What follows belongs to an exercise in optimizing a design on an open flow for small area, a short achievable clock period and few clock cycles per item; a production flow would make more cautious choices. Only simulation tests tie the RTL to the original design; equivalence was not proved. Power is estimated from default activity; no workload was simulated.

// keypad_press_autorepeat
module keypad_press_autorepeat #(
    parameter int ROWS = 8,
    parameter int COLS = 8
) (
    input  logic                          clk,
    input  logic                          rst_n,
    input  logic                          s_tvalid,
    output logic                          s_tready,
    input  logic [kpa_pkg::S_TDATA_W-1:0] s_tdata,
    input  logic [1:0]                    s_tuser,
    output logic                          m_tvalid,
    input  logic                          m_tready,
    output logic [kpa_pkg::M_TDATA_W-1:0] m_tdata,
    output logic                          m_tuser,
    output logic                          m_tlast,
    input  logic                          cfg_valid,
    output logic                          cfg_ready,
    input  logic [kpa_pkg::CFG_IDX_W-1:0] cfg_index,
    input  logic [kpa_pkg::KEY_VEC_W-1:0] cfg_data
);
    logic [kpa_pkg::DELAY_W-1:0]   cfg_initial_delay_reg;
    logic [kpa_pkg::DELAY_W-1:0]   cfg_repeat_interval_reg;
    logic [kpa_pkg::KEY_VEC_W-1:0] cfg_repeat_key_mask_reg;
    logic                          q_valid, q_pop, q_pop_next;
    logic [kpa_pkg::ITEM_W-1:0]    q_item;
    assign cfg_ready = 1'b1;
    always_ff @(posedge clk or negedge rst_n)
    begin
        if (!rst_n)
        begin
            cfg_initial_delay_reg   <= kpa_pkg::RST_INITIAL_DELAY;
            cfg_repeat_interval_reg <= kpa_pkg::RST_REPEAT_INTERVAL;
            cfg_repeat_key_mask_reg <= kpa_pkg::RST_REPEAT_KEY_MASK;
        end
        else if (cfg_valid)
        begin
            case (cfg_index)
  ...
For scale: about 6900 cells after synthesis, roughly 3000 flip-flops, ~110000 µm² of cells after synthesis.
Settings: LEC_CHECK=0, CAP_MARGIN=20, CORE_MARGIN=2, CORE_UTILIZATION=45, CTS_CLUSTER_DIAMETER=120, CTS_CLUSTER_SIZE=24, SLEW_MARGIN=20, TNS_END_PERCENT=5; clock period 10.0 ns.
standard.sh (not shown) runs the stock make flow with config.mk's settings and CLKGATE_MAP_FILE= SYNTH_SCRIPT=/design/flow/synth_recipe.tcl, a recipe that flattens the netlist after the stock synthesis.
==> flow/flow/run.sh <==
#!/bin/bash
set -o pipefail
export SETUP_SLACK_MARGIN=7
export BUFFER_PORTS_ARGS="-buffer_cell sky130_fd_sc_hd__buf_4"
bash standard.sh > standard.log 2>&1
The starting point finished clean.
Testbench counts at the start, summed over its fixed seeds: cycles 5,797, requests 3,200.
Rerun with:
--- a/flow/design.v
+++ b/flow/design.v
@@ -243,25 +243,24 @@
     end
     logic [TW-1:0] dl_reg [NK];
     logic [TW-1:0] a_rdata, a_rd;
     logic          b_v_reg, b_first_reg, b_last_reg, b_key_reg, b_cand_reg;
     logic          b_ui_reg, b_any_reg;
     logic [5:0]    b_idx_reg;
     logic [TW-1:0] b_t_reg, b_rd_reg, b_wdata_reg;
     logic          b_same_reg, b_byp_late_reg, b_late;
     logic [TW-1:0] b_diff, b_wdata, a_byp_diff;
     logic          b_fire, b_we;
     logic          wb_v_reg;
     logic [5:0]    wb_idx_reg;
-    logic [NK-1:0] wb_sel_reg;
     logic [TW-1:0] wb_data_reg;
     always_comb
     begin
         a_rdata = '0;
         for (int k = 0; k < NK; k++)
             a_rdata = a_rdata | (dl_reg[k] & {TW{a_h_reg[k]}});
     end
     always_comb
     begin
         if (wb_v_reg && (wb_idx_reg == a_idx_reg))
             a_rd = wb_data_reg;
         else
@@ -296,33 +295,31 @@
     assign b_late     = (b_same_reg && wb_v_reg) ? b_byp_late_reg : b_diff[TW-1];
     assign b_fire     = b_v_reg && b_key_reg && (!b_cand_reg || !b_late);
     assign b_we    = b_fire && b_ui_reg;
     assign b_wdata = b_wdata_reg;
     always_ff @(posedge clk)
     begin
         wb_v_reg <= b_we;
     end
     always_ff @(posedge clk)
     begin
         begin
             wb_idx_reg  <= b_idx_reg;
-            for (int k = 0; k < NK; k++)
-                wb_sel_reg[k] <= (b_idx_reg == 6'(k));
             wb_data_reg <= b_wdata;
         end
     end
     always_ff @(posedge clk)
     begin
         for (int k = 0; k < NK; k++)
-            if (wb_v_reg && wb_sel_reg[k])
+            if (wb_v_reg && (wb_idx_reg == 6'(k)))
                 dl_reg[k] <= wb_data_reg;
     end
     logic       open_reg, done_reg, pend_v_reg, open_any_reg;
     logic [5:0] pend_idx_reg;
     always_comb
     begin
         emit_v    = 1'b0;
         emit_beat = {1'b1, 1'b0, open_any_reg, pend_idx_reg[2:0], pend_idx_reg[5:3]};
         if (b_v_reg && b_first_reg)
         begin
             if (open_reg)
             begin
After rerunning:
- The new run finished clean
- utilization grows by 0.60 points
- via count shrinks slightly
- power grows by a few percent
- register-to-register slack is worse by 0.23 ns
- wire length shrinks slightly
- clock power shrinks slightly
- global-route usage grows by 0.52 points
- sequential power stays flat
- clock-buffer cell count shrinks by 7
- setup slack is worse by 0.13 ns
Testbench counts after the change, summed over its fixed seeds: cycles 5,797, requests 3,200.


the previous run:
RTL: one of the versions met above, not the one the previous note started from.
Size in the first run: ~6800 cells after synthesis, ~2900 flip-flops, ~190 I/O pins.
export LEC_CHECK = 0
export CAP_MARGIN = 20
export CORE_MARGIN = 2
export CORE_UTILIZATION = 40
export CTS_CLUSTER_DIAMETER = 120
export CTS_CLUSTER_SIZE = 24
export SLEW_MARGIN = 20
export TNS_END_PERCENT = 5
create_clock -name core_clock -period 10.0 [get_ports {clk}]
Scripts as last shown in full above: flow/flow/run.sh
Testbench counts of the previous run, summed over its fixed seeds: cycles 5,797, requests 3,200.
Input-level comparison between the current run and the previous run:
--- a/flow/design.v
+++ b/flow/design.v
@@ -28,25 +28,27 @@
     logic       push;
     assign s_tready    = ready_reg;
     assign q_valid     = head_v_reg;
     assign q_item      = head_reg;
     assign push        = s_tvalid && ready_reg;
     assign head_v_next = push || (head_v_reg && !q_pop);
     always_ff @(posedge clk or negedge rst_n)
     begin
         if (!rst_n)
+        begin
             head_v_reg <= 1'b0;
+            ready_reg  <= 1'b0;
+        end
         else
+        begin
             head_v_reg <= head_v_next;
-    end
-    always_ff @(posedge clk)
-    begin
-        ready_reg <= !head_v_next || q_pop_next;
+            ready_reg  <= !head_v_next || q_pop_next;
+        end
     end
     always_ff @(posedge clk)
     begin
         if (ready_reg)
             head_reg <= in_item;
     end
 endmodule
 module kpa_back (
     input  logic                          clk,
@@ -103,21 +105,20 @@
     assign q_m   = q_item[NK-1:0];
     assign q_t   = q_item[NK+TW-1:NK];
     assign q_mod = q_item[NK+TW];
     assign q_req = q_item[NK+TW+2:NK+TW+1];
     logic [NK-1:0] ui_held_reg, game_held_reg, armed_reg;
     logic          adv;
     logic          out_load;
     logic [1:0]    skid_n_reg;
     logic [8:0]    skid_reg [3];
-    logic          out_v_reg, out_empty_reg;
+    logic          out_v_reg;
     logic [8:0]    out_reg;        
-    logic [8:0]    out_next;
     logic          emit_v;
     logic [8:0]    emit_beat;
     assign adv = (skid_n_reg == 2'd0);
     logic          r_v_reg, r_first_reg, r_last_reg, r_ui_reg, r_any_reg;
     logic [NK-1:0] r_rem_reg, r_cand_reg;
     logic [TW-1:0] r_t_reg;
     logic [NK-1:0] r_h, r_rem_next;
     logic [5:0]    r_idx;
     logic          load;
@@ -290,21 +291,24 @@
             b_byp_late_reg <= a_byp_diff[TW-1];
         end
     end
     assign a_byp_diff = a_t_reg - b_wdata_reg;
     assign b_diff     = b_t_reg - b_rd_reg;
     assign b_late     = (b_same_reg && wb_v_reg) ? b_byp_late_reg : b_diff[TW-1];
     assign b_fire     = b_v_reg && b_key_reg && (!b_cand_reg || !b_late);
     assign b_we    = b_fire && b_ui_reg;
     assign b_wdata = b_wdata_reg;
-    always_ff @(posedge clk)
+    always_ff @(posedge clk or negedge rst_n)
     begin
-        wb_v_reg <= b_we;
+        if (!rst_n)
+            wb_v_reg <= 1'b0;
+        else
+            wb_v_reg <= b_we;
     end
     always_ff @(posedge clk)
     begin
         begin
             wb_idx_reg  <= b_idx_reg;
             wb_data_reg <= b_wdata;
         end
     end
     always_ff @(posedge clk)
@@ -372,62 +376,59 @@
     begin
         if (b_v_reg)
         begin
             if (b_first_reg)
                 open_any_reg <= b_any_reg;
             if (b_fire)
                 pend_idx_reg <= b_idx_reg;
         end
     end
-    assign out_load = out_empty_reg || m_tready;
+    assign out_load = !out_v_reg || m_tready;
     always_ff @(posedge clk or negedge rst_n)
     begin
         if (!rst_n)
         begin
-            out_v_reg     <= 1'b0;
-            out_empty_reg <= 1'b1;
-            skid_n_reg    <= 2'd0;
+            out_v_reg  <= 1'b0;
+            skid_n_reg <= 2'd0;
         end
         else
         begin
             if (out_load)
             begin
-                out_v_reg     <= (skid_n_reg != 2'd0) || emit_v;
-                out_empty_reg <= (skid_n_reg == 2'd0) && !emit_v;
+                out_v_reg <= (skid_n_reg != 2'd0) || emit_v;
                 if ((skid_n_reg != 2'd0) && !emit_v)
                     skid_n_reg <= skid_n_reg - 2'd1;
             end
             else if (emit_v)
             begin
                 skid_n_reg <= skid_n_reg + 2'd1;
             end
         end
     end
     always_ff @(posedge clk)
     begin
         if (out_load)
         begin
-            out_reg <= out_next;
+            out_reg <= (skid_n_reg != 2'd0) ? skid_reg[0] : emit_beat;
             skid_reg[0] <= (skid_n_reg == 2'd1) ? emit_beat : skid_reg[1];
             skid_reg[1] <= (skid_n_reg == 2'd2) ? emit_beat : skid_reg[2];
             skid_reg[2] <= emit_beat;
         end
         else
         begin
             if (skid_n_reg == 2'd0)
                 skid_reg[0] <= emit_beat;
             if (skid_n_reg == 2'd1)
                 skid_reg[1] <= emit_beat;
             if (skid_n_reg == 2'd2)
                 skid_reg[2] <= emit_beat;
         end
     end
-    assign out_next = (skid_n_reg != 2'd0) ? skid_reg[0] : emit_beat;
     assign m_tvalid = out_v_reg;
     assign m_tuser  = out_reg[8];
     assign m_tlast  = out_reg[7];
     assign m_tdata  = {1'b0, out_reg[6:0]};
 endmodule
 module keypad_press_autorepeat #(
     parameter int ROWS = 8,
     parameter int COLS = 8
 ) (
==> notes.md <==
The met1 layer wirelength in the final routing number comes out higher for the current run vs the previous run. Power: the current run draws less than the previous run. From the previous run to the current run, number of max-cap violations did not move at all. The portion of the post-synthesis area used by sequential elements reported for the current run is greater than that of the previous run by 0.17 points. Diff the current run..the previous run | total die area | negligible. Higher average routed wire per standard cell goes to the current run over the previous run.
Testbench counts of the current run, summed over its fixed seeds: cycles 5,797, requests 3,200.

==> what the ideal ports hide <==
The results above use ideal ports. As a check the final layouts listed here were re-extracted and re-timed, cells and wires unchanged.
Step 1 sets driving cells, clkbuf_16 on the clock port and buf_2 on the other inputs (assumed; they add their load-dependent delay and slew).
Step 2 moves the port delays by t, midway between the first and last clock arrival at a register: inputs arrive t later, outputs are due t later. That takes back most of the time a late clock gives input paths.
a / b / c = ideal ports / drivers / drivers and shift; a / b = the first two.
run | t (ns) | slack for setup (ns) | pins driven straight from the clock port
the first run of note 1 | 0.943 | 6.608 / 6.510 / 6.283 | 1
the second run of note 1 | 0.962 | 6.477 / 6.468 / 5.897 | 1
the previous run | 0.970 | 6.535 / 6.470 / 5.994 | 1
the current run | 0.960 | 6.416 / 6.371 / 5.902 | 1
After both steps every run listed still meets setup and hold. For the second run of note 1, which loses most, drivers alone change the setup slack by -0.009 ns; drivers and shift together by -0.580 ns. The worst setup slack also covers recovery checks on asynchronous resets.
